From an optimization exercise on the open Yosys and OpenROAD flow, aimed at small area; shortcuts taken in it are not production practice. Function was checked by simulation only, so behaviour that the tests miss may differ from the original. No activity file was given, so power comes from the tool's default toggle rates.

==> flow/design.v <==
`default_nettype none
package weight_pkg;
    localparam int LANES = 3;
    localparam int LOW_BASE = 5;
    localparam int HIGH_BASE = 7;
    localparam int CODE_LIMIT = HIGH_BASE * HIGH_BASE * LOW_BASE;
    localparam int OP_W = 3;
    typedef logic [7:0] packed_weights_t;
    typedef logic [LANES*OP_W-1:0] weight_lane_t;
endpackage
`default_nettype wire
`default_nettype none
package array_pkg;
    localparam int SLICES = 3;
    localparam int LANES = 3;
    localparam int ROWS = LANES * SLICES;
    localparam int COLS = SLICES;
    localparam int ACT_W = 8;
    localparam int ACC_W = 17;
    localparam int RESULT_W = 8;
    localparam int RESULT_SHIFT = 9;
    typedef logic signed [ACT_W-1:0] activation_t;
    typedef logic [ACC_W-1:0] acc_t;
    typedef logic [RESULT_W-1:0] result_t;
endpackage
`default_nettype wire
`default_nettype none
module weight_decoder (
    input  weight_pkg::packed_weights_t code,
    output weight_pkg::weight_lane_t lanes
);
    logic valid;
    logic [7:0] by_low;
    logic [2:0] top_digit;
    logic [2:0] mid_digit;
    logic [2:0] low_digit;
    assign valid = code < 8'(weight_pkg::CODE_LIMIT);
    assign by_low = code / 8'(weight_pkg::LOW_BASE);
    assign low_digit = valid ? 3'(code % 8'(weight_pkg::LOW_BASE)) : 3'd0;
    assign mid_digit = valid ? 3'(by_low % 8'(weight_pkg::HIGH_BASE)) : 3'd0;
    assign top_digit = valid ? 3'(by_low / 8'(weight_pkg::HIGH_BASE)) : 3'd0;
    assign lanes[0*weight_pkg::OP_W +: weight_pkg::OP_W] = top_digit;
    assign lanes[1*weight_pkg::OP_W +: weight_pkg::OP_W] = mid_digit;
    assign lanes[2*weight_pkg::OP_W +: weight_pkg::OP_W] = low_digit;
endmodule
`default_nettype wire
`default_nettype none
module operand_buffer (
    input  logic clk,
    input  logic reset,
    input  logic read_out,
    input  weight_pkg::weight_lane_t lanes,
    input  array_pkg::activation_t activation,
    output logic [3*weight_pkg::LANES*weight_pkg::OP_W-1:0] win_ops,
    output array_pkg::activation_t act_d3,
    output logic [1:0] slice,
    output logic [5:0] event_d
);
    logic ev;
    logic last_slice;
    logic complete;
    logic win0;
    logic win1;
    weight_pkg::weight_lane_t ops_d1;
    weight_pkg::weight_lane_t ops_d2;
    array_pkg::activation_t act_d1;
    array_pkg::activation_t act_d2;
    assign ev = reset | read_out;
    assign last_slice = slice == 2'd2;
    assign complete = last_slice & ~ev;
    always_ff @(posedge clk) begin
        if (ev || last_slice) begin
            slice <= 2'd0;
        end else begin
            slice <= slice + 2'd1;
        end
    end
    always_ff @(posedge clk) begin
        win0 <= complete;
        win1 <= win0;
        event_d <= {event_d[4:0], ev};
    end
    always_ff @(posedge clk) begin
        ops_d1 <= lanes;
        ops_d2 <= ops_d1;
        act_d1 <= activation;
        act_d2 <= act_d1;
        act_d3 <= (complete || win0 || win1) ? act_d2 : '0;
        if (complete) begin
            win_ops <= {lanes, ops_d1, ops_d2};
        end
    end
endmodule
`default_nettype wire
`default_nettype none
module mac_array (
    input  logic clk,
    input  logic [3*weight_pkg::LANES*weight_pkg::OP_W-1:0] win_ops,
    input  array_pkg::activation_t act_d3,
    input  logic ev,
    input  logic [5:0] event_d,
    input  logic [array_pkg::ROWS-1:0] stay,
    output logic [3*array_pkg::ROWS*array_pkg::RESULT_W-1:0] slot_hi
);
    localparam int OPW = weight_pkg::OP_W;
    localparam int LO = array_pkg::RESULT_SHIFT;
    localparam int HI = array_pkg::ACC_W - LO;
    localparam int RW = array_pkg::RESULT_W;
    function automatic logic [9:0] addend(input logic [2:0] digit, input logic [7:0] a,
                                          input logic low);
        logic [8:0] v;
        logic neg;
        if (low) begin
            neg = digit >= 3'd3;
            case (digit)
                3'd1, 3'd3: v = {a[7], a};
                3'd2, 3'd4: v = {a, 1'b0};
                default: v = 9'd0;
            endcase
        end else begin
            neg = digit[2];
            case (digit)
                3'd1, 3'd4: v = {{2{a[7]}}, a[7:1]};
                3'd2, 3'd5: v = {a[7], a};
                3'd3, 3'd6: v = {a, 1'b0};
                default: v = 9'd0;
            endcase
        end
        addend = {neg, v ^ {9{neg}}};
    endfunction
    function automatic logic [LO:0] add_lo(input logic [LO-1:0] acc, input logic [LO-1:0] x,
                                           input logic cin);
        logic c;
        logic p;
        c = cin;
        for (int i = 0; i < LO; i++) begin
            p = acc[i] ^ x[i];
            add_lo[i] = p ^ c;
            c = (acc[i] & x[i]) | (p & c);
        end
        add_lo[LO] = c;
    endfunction
    function automatic logic [HI-1:0] add_hi(input logic [HI-1:0] acc, input logic s,
                                             input logic cin);
        logic c;
        logic p;
        c = cin;
        for (int i = 0; i < HI; i++) begin
            p = acc[i] ^ s;
            add_hi[i] = p ^ c;
            c = (acc[i] & s) | (p & c);
        end
    endfunction
    logic clear_lo;
    logic capture;
    assign clear_lo = ev | event_d[0] | event_d[1];
    assign capture = event_d[0] | event_d[1] | event_d[2];
    logic clear_row0;
    assign clear_row0 = event_d[3] | event_d[4] | event_d[5];
    for (genvar r = 0; r < array_pkg::ROWS; r++) begin : g_ring
        localparam int SL = r / 3;
        localparam int LN = r % 3;
        logic [2:0] op;
        logic neg;
        logic [8:0] x;
        assign op = win_ops[(SL*3+LN)*OPW +: OPW];
        assign {neg, x} = addend(op, act_d3, LN == 2);
        if (r == 0) begin : g_lazy
            array_pkg::acc_t slot0_q;
            array_pkg::acc_t slot1_q;
            array_pkg::acc_t slot2_q;
            logic [LO-1:0] lo_in;
            logic [HI-1:0] hi_in;
            logic [LO:0] lo_sum;
            logic [HI-1:0] hi_sum;
            assign lo_in = clear_row0 ? '0 : slot2_q[LO-1:0];
            assign hi_in = clear_row0 ? '0 : slot2_q[array_pkg::ACC_W-1:LO];
            assign lo_sum = add_lo(lo_in, x, neg);
            always_comb begin
                case ({x[8], lo_sum[LO]})
                    2'b01: hi_sum = hi_in + 1'b1;
                    2'b10: hi_sum = hi_in - 1'b1;
                    default: hi_sum = hi_in;
                endcase
            end
            always_ff @(posedge clk) begin
                slot0_q <= {hi_sum, lo_sum[LO-1:0]};
                slot1_q <= slot0_q;
                slot2_q <= slot1_q;
            end
            assign slot_hi[0*RW +: RW] = slot0_q[LO +: RW];
            assign slot_hi[1*RW +: RW] = slot1_q[LO +: RW];
            assign slot_hi[2*RW +: RW] = slot2_q[LO +: RW];
        end else begin : g_split
            localparam int E = (r == 1) ? 1 : (r <= 3) ? 2 : (r <= 7) ? 3 : 4;
            logic [LO-1:0] lo0_q;
            logic [LO-1:0] lo1_q;
            logic [LO-1:0] lo2_q;
            logic [HI-1:0] hi0_q;
            logic [HI-1:0] hi1_q;
            logic [HI-1:0] hi2_q;
            logic [E-1:0] ext0_q;
            logic [E-1:0] ext1_q;
            logic [E-1:0] ext2_q;
            logic frozen0_q;
            logic frozen1_q;
            logic frozen2_q;
            logic carry_q;
            logic sign_q;
            logic [LO:0] lo_sum;
            logic [HI-1:0] hi_in;
            logic [HI-1:0] hi_sum;
            logic keep;
            assign lo_sum = add_lo(lo2_q, x, neg);
            assign hi_in = frozen0_q ? {{(HI-E){ext0_q[E-1]}}, ext0_q} : hi0_q;
            assign hi_sum = add_hi(hi_in, sign_q, carry_q);
            assign keep = frozen0_q & stay[r];
            always_ff @(posedge clk) begin
                lo0_q <= clear_lo ? '0 : lo_sum[LO-1:0];
                carry_q <= lo_sum[LO];
                sign_q <= x[8];
                hi0_q <= hi2_q;
                ext0_q <= ext2_q;
                frozen0_q <= frozen2_q;
                lo1_q <= lo0_q;
                if (keep && !capture) begin
                    hi1_q <= hi0_q;
                end else begin
                    hi1_q <= hi_sum;
                end
                ext1_q <= capture ? '0 : hi_sum[E-1:0];
                frozen1_q <= capture | keep;
                lo2_q <= lo1_q;
                hi2_q <= hi1_q;
                ext2_q <= ext1_q;
                frozen2_q <= frozen1_q;
            end
            assign slot_hi[(3*r+0)*RW +: RW] = hi0_q;
            assign slot_hi[(3*r+1)*RW +: RW] = hi1_q;
            assign slot_hi[(3*r+2)*RW +: RW] = hi2_q;
        end
    end
endmodule
`default_nettype wire
`default_nettype none
module result_queue (
    input  logic clk,
    input  logic reset,
    input  logic read_out,
    input  logic [1:0] slice,
    input  logic [5:0] event_d,
    input  logic [3*array_pkg::ROWS*array_pkg::RESULT_W-1:0] slot_hi,
    output logic [array_pkg::ROWS-1:0] stay,
    output array_pkg::result_t result
);
    localparam int RW = array_pkg::RESULT_W;
    logic active_q;
    logic zero_q;
    logic [3:0] row_q;
    logic [1:0] col_q;
    logic [1:0] phase_q;
    logic [1:0] step_col;
    logic step_before;
    always_ff @(posedge clk) begin
        if (reset) begin
            active_q <= 1'b0;
        end else if (read_out) begin
            active_q <= 1'b1;
            row_q <= '0;
            col_q <= '0;
            phase_q <= slice;
            zero_q <= event_d[0] | event_d[1] | event_d[2];
        end else if (active_q) begin
            if (col_q == 2'd2) begin
                col_q <= 2'd0;
                row_q <= row_q + 4'd1;
                if (row_q == 4'd8) begin
                    active_q <= 1'b0;
                end
            end else begin
                col_q <= col_q + 2'd1;
            end
        end
    end
    always_comb begin
        case (phase_q + col_q)
            2'd0: step_col = 2'd0;
            2'd1: step_col = 2'd1;
            2'd2: step_col = 2'd2;
            default: step_col = 2'd0;
        endcase
    end
    assign step_before = col_q < step_col;
    for (genvar r = 0; r < array_pkg::ROWS; r++) begin : g_stay
        assign stay[r] = active_q & ((row_q < 4'(r)) | ((row_q == 4'(r)) & step_before));
    end
    logic [1:0] lag;
    logic [2:0] col_ahead;
    logic [3:0] row_ahead;
    array_pkg::result_t pick_q [3];
    array_pkg::result_t row0_pick;
    always_comb begin
        case (phase_q)
            2'd0: lag = 2'd2;
            2'd1: lag = 2'd0;
            default: lag = 2'd1;
        endcase
        col_ahead = 3'(col_q) + 3'(lag);
        row_ahead = (col_ahead >= 3'd3) ? row_q + 4'd1 : row_q;
        pick_q[0] = '0;
        for (int r = 1; r < array_pkg::ROWS; r++) begin
            if (row_ahead == 4'(r)) begin
                pick_q[0] = slot_hi[(3*r+1)*RW +: RW];
            end
        end
        case (phase_q)
            2'd0: row0_pick = slot_hi[0*RW +: RW];
            2'd1: row0_pick = slot_hi[1*RW +: RW];
            default: row0_pick = slot_hi[2*RW +: RW];
        endcase
    end
    always_ff @(posedge clk) begin
        pick_q[1] <= pick_q[0];
        pick_q[2] <= pick_q[1];
    end
    always_comb begin
        result = '0;
        if (active_q && !zero_q) begin
            if (row_q == 4'd0) begin
                result = row0_pick;
            end else begin
                result = pick_q[lag];
            end
        end
    end
endmodule
`default_nettype wire
`default_nettype none
module matmul_top (
    input  logic clk,
    input  logic reset,
    input  weight_pkg::packed_weights_t weights_in,
    input  array_pkg::activation_t activation_in,
    input  logic read_out,
    output array_pkg::result_t result
);
    weight_pkg::weight_lane_t lanes;
    logic [3*weight_pkg::LANES*weight_pkg::OP_W-1:0] win_ops;
    array_pkg::activation_t act_d3;
    logic [1:0] slice;
    logic [5:0] event_d;
    logic ev;
    logic [array_pkg::ROWS-1:0] stay;
    logic [3*array_pkg::ROWS*array_pkg::RESULT_W-1:0] slot_hi;
    assign ev = reset | read_out;
    weight_decoder u_decoder (
        .code  (weights_in),
        .lanes (lanes)
    );
    operand_buffer u_buffer (
        .clk        (clk),
        .reset      (reset),
        .read_out   (read_out),
        .lanes      (lanes),
        .activation (activation_in),
        .win_ops    (win_ops),
        .act_d3     (act_d3),
        .slice      (slice),
        .event_d    (event_d)
    );
    mac_array u_array (
        .clk     (clk),
        .win_ops (win_ops),
        .act_d3  (act_d3),
        .ev      (ev),
        .event_d (event_d),
        .stay    (stay),
        .slot_hi (slot_hi)
    );
    result_queue u_queue (
        .clk      (clk),
        .reset    (reset),
        .read_out (read_out),
        .slice    (slice),
        .event_d  (event_d),
        .slot_hi  (slot_hi),
        .stay     (stay),
        .result   (result)
    );
endmodule
`default_nettype wire
clock: 6.5 ns
lec_check: 0
abc_area: 1
cap_margin: 20
core_margin: 2
core_utilization: 40
cts_buf_list: sky130_fd_sc_hd__clkbuf_16
cts_cluster_diameter: 100
cts_cluster_size: 30
slew_margin: 20
run.sh (not shown) runs the stock make flow with config.mk's settings and CLKGATE_MAP_FILE= SYNTH_SCRIPT=/design/flow/synth_recipe.tcl, a recipe that flattens the netlist after the stock synthesis.
The first run produced a clean layout.
==> next run, changes <==
--- a/flow/design.v
+++ b/flow/design.v
@@ -83,13 +83,15 @@
     always_ff @(posedge clk) begin
         ops_d1 <= lanes;
         ops_d2 <= ops_d1;
         act_d1 <= activation;
         act_d2 <= act_d1;
-        act_d3 <= (complete || win0 || win1) ? act_d2 : '0;
+        act_d3 <= act_d2;
         if (complete) begin
             win_ops <= {lanes, ops_d1, ops_d2};
+        end else if (!(win0 || win1)) begin
+            win_ops <= '0;
         end
     end
 endmodule
 `default_nettype wire
 `default_nettype none
@@ -292,46 +294,17 @@
     end
     assign step_before = col_q < step_col;
     for (genvar r = 0; r < array_pkg::ROWS; r++) begin : g_stay
         assign stay[r] = active_q & ((row_q < 4'(r)) | ((row_q == 4'(r)) & step_before));
     end
-    logic [1:0] lag;
-    logic [2:0] col_ahead;
-    logic [3:0] row_ahead;
-    array_pkg::result_t pick_q [3];
-    array_pkg::result_t row0_pick;
-    always_comb begin
-        case (phase_q)
-            2'd0: lag = 2'd2;
-            2'd1: lag = 2'd0;
-            default: lag = 2'd1;
-        endcase
-        col_ahead = 3'(col_q) + 3'(lag);
-        row_ahead = (col_ahead >= 3'd3) ? row_q + 4'd1 : row_q;
-        pick_q[0] = '0;
-        for (int r = 1; r < array_pkg::ROWS; r++) begin
-            if (row_ahead == 4'(r)) begin
-                pick_q[0] = slot_hi[(3*r+1)*RW +: RW];
-            end
-        end
-        case (phase_q)
-            2'd0: row0_pick = slot_hi[0*RW +: RW];
-            2'd1: row0_pick = slot_hi[1*RW +: RW];
-            default: row0_pick = slot_hi[2*RW +: RW];
-        endcase
-    end
-    always_ff @(posedge clk) begin
-        pick_q[1] <= pick_q[0];
-        pick_q[2] <= pick_q[1];
-    end
     always_comb begin
         result = '0;
-        if (active_q && !zero_q) begin
-            if (row_q == 4'd0) begin
-                result = row0_pick;
-            end else begin
-                result = pick_q[lag];
+        for (int r = 0; r < array_pkg::ROWS; r++) begin
+            for (int s = 0; s < 3; s++) begin
+                if (active_q && !zero_q && row_q == 4'(r) && phase_q == 2'(s)) begin
+                    result = result | slot_hi[(3*r+s)*RW +: RW];
+                end
             end
         end
     end
 endmodule
 `default_nettype wire
Result:
- worst setup slack got worse by 0.030 ns
- clock skew barely changes
- first-iteration DRC count is higher by about 4.4%
- power is lower by 1.5%
- non-clock buffer count is higher by 6

## separate check: timing with driven ports
In the flow no input, the clock included, has a driving cell. The finished layouts below were timed again as built, in two steps. Step 1 (the two cells are an assumption about what drives the block):
set clk [get_ports {clk}]
set_driving_cell -lib_cell sky130_fd_sc_hd__clkbuf_16 $clk
set_driving_cell -lib_cell sky130_fd_sc_hd__buf_2 [delete_from_list [all_inputs] $clk]
Step 2 moves the port delays by t, midway between the first and last clock arrival at a register: inputs arrive t later, outputs are due t later. That takes back most of the time a late clock gives input paths. Three values: no drivers, after step 1, after step 2; two values: the first two.
run | t (ns) | setup slack, ns | hold slack, ns | worst setup path after step 2 | latest minus earliest clock arrival (ns)
the first run | 0.637 | 0.342 / 0.281 / 0.347 | 0.302 / 0.302 / 0.302 | register to register | 0.030 / 0.030
the second run | 0.655 | 0.312 / 0.312 / 0.312 | 0.320 / 0.320 / 0.320 | register to register | 0.025 / 0.026
After both steps setup and hold are still met in every run listed.
